What follows belongs to an exercise in optimizing a design on an open flow for small area; a production flow would make more cautious choices.
Only simulation tests tie the RTL to the original design; equivalence was not proved.
Power and IR drop assume default switching activity.

==> inputs of garnet <==
==> flow/design.v <==
`timescale 1ns/100ps
`default_nettype none
module riscvTop (
    input  logic        clk,
    input  logic        rst,
    input  logic [31:0] mem_rdata,
    input  logic        mem_ready,
    output logic [14:0] mem_addr,
    output logic [31:0] mem_wdata,
    output logic        mem_we,
    output logic        mem_strobe
);
    localparam logic [3:0] S_FETCH  = 4'b1000;   
    localparam logic [3:0] S_FETCH2 = 4'b1001;   
    localparam logic [3:0] S_RS1    = 4'b1010;   
    localparam logic [3:0] S_RS2    = 4'b1011;   
    localparam logic [3:0] S_RDATA  = 4'b1100;   
    localparam logic [3:0] S_WRA    = 4'b1110;   
    localparam logic [3:0] S_WRR    = 4'b1111;   
    localparam logic [3:0] S_ADDR   = 4'b0000;   
    localparam logic [3:0] S_SHR    = 4'b0001;   
    localparam logic [3:0] S_Z0     = 4'b0010;   
    localparam logic [3:0] S_P32    = 4'b0011;   
    localparam logic [3:0] S_SL     = 4'b0100;   
    localparam logic [3:0] S_PCINC  = 4'b0101;   
    localparam logic [1:0] T_OP    = 2'd0;
    localparam logic [1:0] T_LOAD  = 2'd1;
    localparam logic [1:0] T_STORE = 2'd2;
    logic [3:0]  state;
    logic [14:0] pc;
    logic [31:0] w;
    logic [16:0] im;
    logic [2:0]  f3;
    logic [1:0]  typ;
    logic [4:0]  cnt;
    logic        c;
    logic isOp;
    logic isLoad;
    logic isStore;
    assign isOp = !typ[0] && !typ[1];
    assign isLoad = typ[0];
    assign isStore = typ[1];
    logic        is32;
    logic [4:0]  major;
    logic        dLui;
    logic        dOp;
    logic        dLoad;
    logic        dStore;
    assign is32 = mem_rdata[1:0] == 2'b11;
    assign major = mem_rdata[6:2];
    assign dLui = is32 && major == 5'b01101;
    assign dOp = is32 && major == 5'b00100;
    assign dLoad = is32 && major == 5'b00000;
    assign dStore = is32 && major == 5'b01000;
    logic inFetch;
    logic inFetch2;
    logic inRs1;
    logic inRs2;
    logic inRdata;
    logic inWrite;
    logic inAddr;
    logic inShr;
    logic inZ0;
    logic inP32;
    logic inSl;
    logic inPcInc;
    assign inFetch = state == S_FETCH;
    assign inFetch2 = state == S_FETCH2;
    assign inRs1 = state == S_RS1;
    assign inRs2 = state == S_RS2;
    assign inRdata = state[3] && state[2] && !state[1];
    assign inWrite = state[3] && state[2] && state[1];
    assign inAddr = state == S_ADDR;
    assign inShr = state == S_SHR;
    assign inZ0 = state == S_Z0;
    assign inP32 = state == S_P32;
    assign inSl = !state[3] && state[2] && !state[0];
    assign inPcInc = !state[3] && state[2] && state[0];
    logic x;
    logic y;
    logic last;
    logic cmp;
    logic flip;
    logic ax;
    logic ay;
    logic sum;
    logic cout;
    assign x = w[0];
    assign y = im[0];
    assign last = &cnt;
    assign cmp = inP32 && isOp && f3[2:1] == 2'b01;
    assign flip = cmp && !f3[0] && last;
    assign ax = x ^ flip;
    assign ay = y ^ cmp ^ flip;
    assign sum = ax ^ ay ^ c;
    assign cout = (ax & ay) | (ax & c) | (ay & c);
    logic aluBit;
    always_comb begin
        if (!f3[2]) aluBit = !f3[1] & sum;
        else if (!f3[1]) aluBit = x ^ y;
        else if (!f3[0]) aluBit = x | y;
        else aluBit = x & y;
    end
    logic fill;
    assign fill = (isOp ? im[10] : !f3[2]) & w[31];
    logic keep;
    assign keep = f3[1] || (!cnt[4] && (f3[0] || !cnt[3]));
    logic [1:0] lane;
    logic [4:0] target;
    logic       hit;
    logic       hitZ;
    assign lane = f3[1] ? 2'b00 : {im[1], im[0] & !f3[0]};
    assign target = isOp ? im[4:0] : {lane, 3'b000};
    assign hit = (cnt ^ {5{inSl}}) == target;
    assign hitZ = cnt == {isStore & (lane[1] ^ lane[0]), isStore & lane[0], 3'b000};
    logic nb;
    always_comb begin
        if (inShr) nb = isOp ? fill : x;
        else if (inZ0) nb = isStore & x;
        else if (inP32) nb = isLoad ? (keep ? x : fill) : aluBit;
        else nb = x;
    end
    logic shW;
    logic setLt;
    logic [3:0] ldW;
    assign shW = inAddr || (inShr && !hit) || (inZ0 && !hitZ) || inP32 || inSl;
    assign setLt = cmp && last;
    always_comb begin
        ldW = 4'b0000;
        if (mem_ready) begin
            if ((inFetch && dLui) || inRs1 || inRdata) ldW = 4'b1111;
            if (inRs2) ldW = {f3[1], f3[1], f3[1] | f3[0], 1'b1};
        end
    end
    logic [31:0] ldData;
    logic [31:0] shData;
    logic [31:0] ldMask;
    logic        holdW;
    assign ldData = {mem_rdata[31:12], mem_rdata[11:0] & {12{!inFetch}}};
    assign shData = {nb, w[31:2], setLt ? !cout : w[1]};
    assign ldMask = {{8{ldW[3]}}, {8{ldW[2]}}, {8{ldW[1]}}, {8{ldW[0]}}};
    assign holdW = !shW;
    assign mem_strobe = state[3];
    assign mem_we = inWrite;
    always_comb begin
        if (!state[2] && !state[1]) mem_addr = pc;
        else if (state[2] && !state[0]) mem_addr = im[16:2];
        else mem_addr = {11'd0, cnt[3:0]};
    end
    assign mem_wdata = w;
    always_ff @(posedge clk) begin
        w <= (ldMask & ldData) | ({32{shW}} & shData) | (~ldMask & {32{holdW}} & w);
    end
    logic        ldIm;
    logic        shIm;
    logic [16:0] imLoad;
    logic [16:0] imShift;
    assign ldIm = inFetch && mem_ready;
    assign shIm = inAddr || inP32;
    assign imLoad = dStore ? {{5{mem_rdata[31]}}, mem_rdata[31:25], mem_rdata[11:7]}
                           : {{5{mem_rdata[31]}}, mem_rdata[31:20]};
    assign imShift = {inAddr ? sum : im[16], im[16:1]};
    always_ff @(posedge clk) begin
        im <= ({17{ldIm}} & imLoad) | ({17{shIm}} & imShift) | ({17{!ldIm && !shIm}} & im);
    end
    always_ff @(posedge clk) begin
        if (ldIm) begin
            f3 <= mem_rdata[14:12];
            typ <= {dStore, dLoad};
        end
    end
    always_ff @(posedge clk) begin
        if (state[3]) begin
            if (mem_ready) c <= inRs1 ? (isOp && f3[2:1] == 2'b01) : 1'b1;
        end else if (inAddr || inP32) begin
            c <= cout;
        end else if (inZ0) begin
            if (hitZ) c <= 1'b1;
        end else if (inPcInc) begin
            c <= pc[0] & c;
        end
    end
    logic       cntInc;
    logic       cntLd;
    logic [3:0] cntLdVal;
    assign cntInc = shW || inPcInc;
    assign cntLd = mem_strobe && mem_ready;
    always_comb begin
        if (inFetch) cntLdVal = mem_rdata[18:15] & {4{dOp || dLoad || dStore}};
        else if (inFetch2) cntLdVal = isStore ? mem_rdata[23:20] : mem_rdata[10:7];
        else cntLdVal = 4'd0;
    end
    always_ff @(posedge clk) begin
        if (cntLd) cnt <= {1'b0, cntLdVal};
        else if (inShr && hit && isLoad) cnt <= 5'd0;
        else if (cntInc) cnt <= cnt + 5'd1;
    end
    always_ff @(posedge clk) begin
        if (rst) begin
            state <= S_FETCH;
            pc <= 15'h400;
        end else begin
            case (state)
                S_FETCH: begin
                    if (mem_ready) begin
                        if (dLui) begin
                            state <= S_FETCH2;
                        end else if (dOp || dLoad || dStore) begin
                            state <= S_RS1;
                        end else begin
                            state <= S_PCINC;
                        end
                    end
                end
                S_RS1: begin
                    if (mem_ready) begin
                        if (!isOp) begin
                            state <= S_ADDR;
                        end else if (f3 == 3'd5) begin
                            state <= S_SHR;
                        end else if (f3 == 3'd1) begin
                            state <= S_SL;
                        end else begin
                            state <= S_P32;
                        end
                    end
                end
                S_ADDR: begin
                                        if (cnt[4]) state <= S_RDATA;
                end
                S_RDATA: begin
                    if (mem_ready) state <= S_SHR;
                end
                S_SHR: begin
                    if (hit) state <= isLoad ? S_P32 : S_FETCH2;
                end
                S_FETCH2: begin
                    if (mem_ready) begin
                        state <= isStore ? S_RS2 : S_WRR;
                    end
                end
                S_RS2: begin
                    if (mem_ready) state <= S_Z0;
                end
                S_Z0: begin
                    if (hitZ) begin
                                                state <= isStore ? S_WRA : S_SL;
                    end
                end
                S_SL: begin
                    if (hit) state <= c ? S_FETCH2 : S_Z0;
                end
                S_P32: begin
                                        if (last) state <= S_FETCH2;
                end
                S_WRA, S_WRR: begin
                    if (mem_ready) state <= S_PCINC;
                end
                S_PCINC: begin
                    pc <= {pc[0] ^ c, pc[14:1]};
                                        if (cnt[3:1] == 3'b111) state <= S_FETCH;
                end
                default: state <= S_FETCH;
            endcase
        end
    end
endmodule
`default_nettype wire
==> flow/flow/run.sh <==
#!/bin/bash
# The standard layout (standard.sh), with two changes:
# - synthesis maps the logic with an area-oriented ABC script (flow/abc_area.script,
#   used through ABC_AREA=1 in config.mk); registers are mapped exactly as before;
# - every input and output port gets the smallest buffer, sky130_fd_sc_hd__buf_1.
set -euo pipefail
rm -rf myscripts
cp -r "$FLOW_HOME/scripts" myscripts
cp flow/abc_area.script myscripts/abc_area.script
export SCRIPTS_DIR="$PWD/myscripts"
export BUFFER_PORTS_ARGS="-buffer_cell sky130_fd_sc_hd__buf_1"
export CTS_ARGS="-sink_clustering_enable -repair_clock_nets -buf_list {sky130_fd_sc_hd__clkbuf_4 sky130_fd_sc_hd__clkbuf_8} -root_buf sky130_fd_sc_hd__clkbuf_8 -dont_use_dummy_load"
bash standard.sh > standard_flow.log 2>&1
==> flow/flow/abc_area.script <==
strash
&get -n
&st
&deepsyn -T 10
&put
dch -f
amap -F 10
topo
==> flow/standard.sh <==
#!/bin/bash
# synth_recipe.tcl (not shown) runs the flow's synth.tcl, then flattens the netlist and writes it again
# the make line also repeats each setting of config.mk as NAME=value (left out here)
make -C /OpenROAD-flow-scripts/flow DESIGN_CONFIG=/design/flow/config.mk WORK_HOME=/design/flow/orfs CLKGATE_MAP_FILE= SYNTH_SCRIPT=/design/flow/synth_recipe.tcl "${@:-finish}"
==> flow/config.mk <==
export PLATFORM = sky130hd
export DESIGN_NAME = riscvTop
export DESIGN_NICKNAME = riscvTop
export VERILOG_FILES = /design/flow/design.v
export SDC_FILE = /design/flow/constraint.sdc
export NUM_CORES = 4
export LEC_CHECK = 0
export ABC_AREA = 1
export CAP_MARGIN = 0
export CORE_MARGIN = 2
export CORE_UTILIZATION = 40
export CTS_BUF_LIST = sky130_fd_sc_hd__clkbuf_8
export CTS_CLUSTER_SIZE = 30
export SLEW_MARGIN = 0
==> flow/constraint.sdc <==
create_clock -name core_clock -period 6.0 [get_ports {clk}]
set_input_delay 1.2000 -clock core_clock [delete_from_list [all_inputs] [get_ports {clk}]]
set_output_delay 1.2000 -clock core_clock [all_outputs]
set_load 0.01 [all_outputs]
==> inputs of fjord, as changes to garnet <==
--- a/flow/flow/run.sh
+++ b/flow/flow/run.sh
@@ -10,4 +10,4 @@
 export SCRIPTS_DIR="$PWD/myscripts"
 export BUFFER_PORTS_ARGS="-buffer_cell sky130_fd_sc_hd__buf_1"
-export CTS_ARGS="-sink_clustering_enable -repair_clock_nets -buf_list {sky130_fd_sc_hd__clkbuf_4 sky130_fd_sc_hd__clkbuf_8} -root_buf sky130_fd_sc_hd__clkbuf_8 -dont_use_dummy_load"
+export CTS_ARGS="-sink_clustering_enable -repair_clock_nets -buf_list sky130_fd_sc_hd__clkbuf_4 -root_buf sky130_fd_sc_hd__clkbuf_8 -sink_buffer_max_cap_derate 0.5 -dont_use_dummy_load"
 bash standard.sh > standard_flow.log 2>&1
--- a/flow/config.mk
+++ b/flow/config.mk
@@ -9,6 +9,7 @@
 export CAP_MARGIN = 0
 export CORE_MARGIN = 2
-export CORE_UTILIZATION = 40
+export CORE_UTILIZATION = 65
 export CTS_BUF_LIST = sky130_fd_sc_hd__clkbuf_8
 export CTS_CLUSTER_SIZE = 30
+export PLACE_DENSITY = 0.8
 export SLEW_MARGIN = 0
==> inputs of juniper, as changes to garnet <==
==> flow/design.v, changed modules only <==
module riscvTop (
    input  logic        clk,
    input  logic        rst,
    input  logic [31:0] mem_rdata,
    input  logic        mem_ready,
    output logic [14:0] mem_addr,
    output logic [31:0] mem_wdata,
    output logic        mem_we,
    output logic        mem_strobe
);
    localparam logic [3:0] S_FETCH  = 4'b1000;   
    localparam logic [3:0] S_FETCH2 = 4'b1001;   
    localparam logic [3:0] S_RS1    = 4'b1010;   
    localparam logic [3:0] S_RS2    = 4'b1011;   
    localparam logic [3:0] S_RDATA  = 4'b1100;   
    localparam logic [3:0] S_WRA    = 4'b1110;   
    localparam logic [3:0] S_WRR    = 4'b1111;   
    localparam logic [3:0] S_ADDR   = 4'b0000;   
    localparam logic [3:0] S_SHR    = 4'b0001;   
    localparam logic [3:0] S_Z0     = 4'b0010;   
    localparam logic [3:0] S_P32    = 4'b0011;   
    localparam logic [3:0] S_SL     = 4'b0100;   
    localparam logic [3:0] S_PCINC  = 4'b0101;   
    localparam logic [1:0] T_OP    = 2'd0;
    localparam logic [1:0] T_LOAD  = 2'd1;
    localparam logic [1:0] T_STORE = 2'd2;
    logic [3:0]  state;
    logic [14:0] pc;
    logic [31:0] w;
    logic [16:0] im;
    logic [3:0]  idx;
    logic [2:0]  f3;
    logic [1:0]  typ;
    logic [4:0]  cnt;
    logic        c;
    logic isOp;
    logic isLoad;
    logic isStore;
    assign isOp = typ == T_OP;
    assign isLoad = typ == T_LOAD;
    assign isStore = typ == T_STORE;
    logic        is32;
    logic [4:0]  major;
    logic        dLui;
    logic        dOp;
    logic        dLoad;
    logic        dStore;
    assign is32 = mem_rdata[1:0] == 2'b11;
    assign major = mem_rdata[6:2];
    assign dLui = is32 && major == 5'b01101;
    assign dOp = is32 && major == 5'b00100;
    assign dLoad = is32 && major == 5'b00000;
    assign dStore = is32 && major == 5'b01000;
    logic inFetch;
    logic inFetch2;
    logic inRs1;
    logic inRs2;
    logic inRdata;
    logic inWrite;
    logic inAddr;
    logic inShr;
    logic inZ0;
    logic inP32;
    logic inSl;
    logic inPcInc;
    assign inFetch = state == S_FETCH;
    assign inFetch2 = state == S_FETCH2;
    assign inRs1 = state == S_RS1;
    assign inRs2 = state == S_RS2;
    assign inRdata = state == S_RDATA;
    assign inWrite = state == S_WRA || state == S_WRR;
    assign inAddr = state == S_ADDR;
    assign inShr = state == S_SHR;
    assign inZ0 = state == S_Z0;
    assign inP32 = state == S_P32;
    assign inSl = state == S_SL;
    assign inPcInc = state == S_PCINC;
    logic x;
    logic y;
    logic last;
    logic cmp;
    logic flip;
    logic ax;
    logic ay;
    logic sum;
    logic cout;
    assign x = w[0];
    assign y = im[0];
    assign last = &cnt;
    assign cmp = inP32 && isOp && f3[2:1] == 2'b01;
    assign flip = cmp && !f3[0] && last;
    assign ax = x ^ flip;
    assign ay = y ^ cmp ^ flip;
    assign sum = ax ^ ay ^ c;
    assign cout = (ax & ay) | (ax & c) | (ay & c);
    logic aluBit;
    always_comb begin
        if (!f3[2]) aluBit = !f3[1] & sum;
        else if (!f3[1]) aluBit = x ^ y;
        else if (!f3[0]) aluBit = x | y;
        else aluBit = x & y;
    end
    logic fill;
    assign fill = (isOp ? im[10] : !f3[2]) & w[31];
    logic keep;
    assign keep = f3[1] || (!cnt[4] && (f3[0] || !cnt[3]));
    logic [1:0] lane;
    logic [4:0] target;
    logic       hit;
    logic       hit0;
    assign lane = f3[1] ? 2'b00 : {im[1], im[0] & !f3[0]};
    assign target = isOp ? im[4:0] : {lane, 3'b000};
    assign hit = (cnt ^ {5{inSl}}) == target;
    assign hit0 = cnt == 5'd0;
    logic nb;
    always_comb begin
        if (inShr) nb = isOp ? fill : x;
        else if (inZ0) nb = isStore & x;
        else if (inP32) nb = isLoad ? (keep ? x : fill) : aluBit;
        else nb = x;
    end
    logic shW;
    logic setLt;
    logic [3:0] ldW;
    assign shW = inAddr || (inShr && !hit) || (inZ0 && !hit0) || inP32 || inSl;
    assign setLt = cmp && last;
    always_comb begin
        ldW = 4'b0000;
        if (mem_ready) begin
            if ((inFetch && dLui) || inRs1 || inRdata) ldW = 4'b1111;
            if (inRs2) ldW = {f3[1], f3[1], f3[1] | f3[0], 1'b1};
        end
    end
    logic [31:0] ldData;
    logic [31:0] shData;
    logic [31:0] ldMask;
    logic        holdW;
    assign ldData = {mem_rdata[31:12], mem_rdata[11:0] & {12{!inFetch}}};
    assign shData = {nb, w[31:2], setLt ? !cout : w[1]};
    assign ldMask = {{8{ldW[3]}}, {8{ldW[2]}}, {8{ldW[1]}}, {8{ldW[0]}}};
    assign holdW = !shW;
    assign mem_strobe = state[3];
    assign mem_we = inWrite;
    always_comb begin
        if (inFetch || inFetch2) mem_addr = pc;
        else if (inRdata || state == S_WRA) mem_addr = im[16:2];
        else mem_addr = {11'd0, idx};
    end
    assign mem_wdata = w;
    always_ff @(posedge clk) begin
        w <= (ldMask & ldData) | ({32{shW}} & shData) | (~ldMask & {32{holdW}} & w);
    end
    logic cntClr;
    logic cntInc;
    assign cntClr = state[3] && !(isStore && (inFetch2 || inRs2));
    assign cntInc = shW || inPcInc;
    always_ff @(posedge clk) begin
        if (cntClr) cnt <= 5'd0;
        else if (cntInc) cnt <= cnt + 5'd1;
    end
    always_ff @(posedge clk) begin
        if (rst) begin
            state <= S_FETCH;
            pc <= 15'h400;
        end else begin
            if (state[3] && mem_ready) begin
                c <= inRs1 ? (isOp && f3[2:1] == 2'b01) : 1'b1;
            end
            case (state)
                S_FETCH: begin
                    if (mem_ready) begin
                        f3 <= mem_rdata[14:12];
                        typ <= dLoad ? T_LOAD : dStore ? T_STORE : T_OP;
                        im <= dStore ? {{5{mem_rdata[31]}}, mem_rdata[31:25], mem_rdata[11:7]}
                                     : {{5{mem_rdata[31]}}, mem_rdata[31:20]};
                        idx <= mem_rdata[18:15];
                        if (dLui) begin
                            state <= S_FETCH2;
                        end else if (dOp || dLoad || dStore) begin
                            state <= S_RS1;
                        end else begin
                            state <= S_PCINC;
                        end
                    end
                end
                S_RS1: begin
                    if (mem_ready) begin
                        if (!isOp) begin
                            state <= S_ADDR;
                        end else if (f3 == 3'd5) begin
                            state <= S_SHR;
                        end else if (f3 == 3'd1) begin
                            state <= S_SL;
                        end else begin
                            state <= S_P32;
                        end
                    end
                end
                S_ADDR: begin
                    im <= {sum, im[16:1]};
                    c <= cout;
                    if (cnt[4]) state <= S_RDATA;
                end
                S_RDATA: begin
                    if (mem_ready) state <= S_SHR;
                end
                S_SHR: begin
                    if (hit) state <= S_FETCH2;
                end
                S_FETCH2: begin
                    if (mem_ready) begin
                        idx <= isStore ? mem_rdata[23:20] : mem_rdata[10:7];
                        state <= isStore ? S_RS2 : isLoad ? S_P32 : S_WRR;
                    end
                end
                S_RS2: begin
                    if (mem_ready) state <= S_Z0;
                end
                S_Z0: begin
                    if (hit0) begin
                        c <= 1'b1;
                        state <= isStore ? S_WRA : S_SL;
                    end
                end
                S_SL: begin
                    if (hit) state <= c ? S_FETCH2 : S_Z0;
                end
                S_P32: begin
                    im <= {im[16], im[16:1]};
                    c <= cout;
                    if (last) state <= isLoad ? S_WRR : S_FETCH2;
                end
                S_WRA, S_WRR: begin
                    if (mem_ready) state <= S_PCINC;
                end
                S_PCINC: begin
                    pc <= {pc[0] ^ c, pc[14:1]};
                    c <= pc[0] & c;
                    if (cnt[3:1] == 3'b111) state <= S_FETCH;
                end
                default: state <= S_FETCH;
            endcase
        end
    end
endmodule
==> flow/flow/run.sh (replaced) <==
#!/bin/bash
# Standard layout, but with the smallest buffer on every input and output port.
set -euo pipefail
export BUFFER_PORTS_ARGS="-buffer_cell sky130_fd_sc_hd__buf_1"
bash standard.sh > standard_flow.log 2>&1
--- a/flow/config.mk
+++ b/flow/config.mk
@@ -6,9 +6,7 @@
 export NUM_CORES = 4
 export LEC_CHECK = 0
-export ABC_AREA = 1
-export CAP_MARGIN = 0
+export CAP_MARGIN = 20
 export CORE_MARGIN = 2
 export CORE_UTILIZATION = 40
 export CTS_BUF_LIST = sky130_fd_sc_hd__clkbuf_8
-export CTS_CLUSTER_SIZE = 30
-export SLEW_MARGIN = 0
+export SLEW_MARGIN = 20
removed: flow/flow/abc_area.script
==> inputs of harbor, as changes to garnet <==
--- a/flow/design.v
+++ b/flow/design.v
@@ -28,7 +28,11 @@
     localparam logic [1:0] T_STORE = 2'd2;
     logic [3:0]  state;
+    logic [14:0] pcn;    
     logic [14:0] pc;
+    assign pc = ~pcn;
     logic [31:0] w;
+    logic [16:0] imn;    
     logic [16:0] im;
+    assign im = ~imn;
     logic [2:0]  f3;
     logic [1:0]  typ;
@@ -111,7 +115,11 @@
     logic       hitZ;
     assign lane = f3[1] ? 2'b00 : {im[1], im[0] & !f3[0]};
-    assign target = isOp ? im[4:0] : {lane, 3'b000};
+    always_comb begin
+        if (inZ0) target = {isStore & (lane[1] ^ lane[0]), isStore & lane[0], 3'b000};
+        else if (isOp) target = im[4:0];
+        else target = {lane, 3'b000};
+    end
     assign hit = (cnt ^ {5{inSl}}) == target;
-    assign hitZ = cnt == {isStore & (lane[1] ^ lane[0]), isStore & lane[0], 3'b000};
+    assign hitZ = hit;
     logic nb;
     always_comb begin
@@ -162,5 +170,5 @@
     assign imShift = {inAddr ? sum : im[16], im[16:1]};
     always_ff @(posedge clk) begin
-        im <= ({17{ldIm}} & imLoad) | ({17{shIm}} & imShift) | ({17{!ldIm && !shIm}} & im);
+        imn <= ~(({17{ldIm}} & imLoad) | ({17{shIm}} & imShift) | ({17{!ldIm && !shIm}} & im));
     end
     always_ff @(posedge clk) begin
@@ -199,5 +207,5 @@
         if (rst) begin
             state <= S_FETCH;
-            pc <= 15'h400;
+            pcn <= ~15'h400;
         end else begin
             case (state)
@@ -258,5 +266,5 @@
                 end
                 S_PCINC: begin
-                    pc <= {pc[0] ^ c, pc[14:1]};
+                    pcn <= {!(pc[0] ^ c), pcn[14:1]};
                                         if (cnt[3:1] == 3'b111) state <= S_FETCH;
                 end
--- a/flow/flow/run.sh
+++ b/flow/flow/run.sh
@@ -10,4 +10,4 @@
 export SCRIPTS_DIR="$PWD/myscripts"
 export BUFFER_PORTS_ARGS="-buffer_cell sky130_fd_sc_hd__buf_1"
-export CTS_ARGS="-sink_clustering_enable -repair_clock_nets -buf_list {sky130_fd_sc_hd__clkbuf_4 sky130_fd_sc_hd__clkbuf_8} -root_buf sky130_fd_sc_hd__clkbuf_8 -dont_use_dummy_load"
+export CTS_ARGS="-sink_clustering_enable -repair_clock_nets -buf_list sky130_fd_sc_hd__clkbuf_8 -sink_clustering_size 30 -dont_use_dummy_load"
 bash standard.sh > standard_flow.log 2>&1
==> comparison table <==
	harbor	garnet	juniper	fjord
Outcome	timing/DRC/antenna clean	timing/DRC/antenna clean	timing/DRC/antenna clean	timing/DRC/antenna clean
Area share of the largest cell type after synthesis	0.379	0.370	0.243	0.370
Syn avg cell area	8.93 µm²	8.37 µm²	8.85 µm²	8.37 µm²
Dominant cell by count in the synthesized netlist	sky130_fd_sc_hd__clkinv_1	sky130_fd_sc_hd__clkinv_1	sky130_fd_sc_hd__nand2_1	sky130_fd_sc_hd__clkinv_1
Startpoint-to-endpoint class of the critical path	register to register	register to register	register to output port	register to register
Max Freq	249 MHz	200 MHz	244 MHz	212 MHz
Post-synthesis sequential area ratio	0.462	0.450	0.419	0.450
Routed wire per std cell	18.4 µm	17.5 µm	17.4 µm	18.7 µm
Wire length reported by the detailed router	11300 µm	11400 µm	12700 µm	11500 µm
Reg2reg setup slack	1.99 ns	1.0 ns	2.29 ns	1.28 ns
Global placer's final weighted congestion	0.962	0.981	0.910	0.999
Leakage	0.00147 µW	0.00147 µW	0.00204 µW	0.00148 µW
Register fraction of the total cell area	0.397	0.388	0.372	0.392
Netlist area before placement	3640 µm²	3730 µm²	4610 µm²	3730 µm²
Relative area change from synthesis to final layout	16.4%	16.0%	12.6%	14.9%
Slew @ Worst Pin	1.12 ns	0.937 ns	1.06 ns	1.01 ns
Inverters excl. clock	81	104	14	104
CTS clk-pin slew, worst paths	0.08 ns	0.08 ns	0.09 ns	0.08 ns
Largest net degree at the start of global routing	35	22	28	22
Number of cell instances on the worst register-to-register path	10	17	6	18
Clk sinks	79	79	83	79
Routed metal-1 wire length	5210 µm	5410 µm	5980 µm	4410 µm

afterwards: timing with drivers on the ports:
Ports are ideal in the flow. The routed layouts listed here were re-timed in OpenROAD. Step 1, drivers: a clkbuf_16 drives clk and a buf_2 each remaining input, both assumed. Step 2 times the ports against the registers' clock, not the clock port: input delays grow and output delays shrink by t, the midpoint of the rising clock arrivals with the driver on. Three values: ideal ports, drivers, drivers and shift; two values: the first two.
run	shift t [ns]	setup slack, ns	worst setup path after step 2	slew at the worst register clock pin (ns)
garnet	0.376	0.995 / 0.995 / 0.995	register to register	0.08 / 0.08
fjord	0.388	1.282 / 1.282 / 1.282	register to register	0.09 / 0.09
juniper	0.389	1.907 / 1.874 / 2.086	input to register	0.10 / 0.10
harbor	0.366	1.988 / 1.988 / 1.988	register to register	0.08 / 0.08
After both steps every run listed still meets setup and hold.
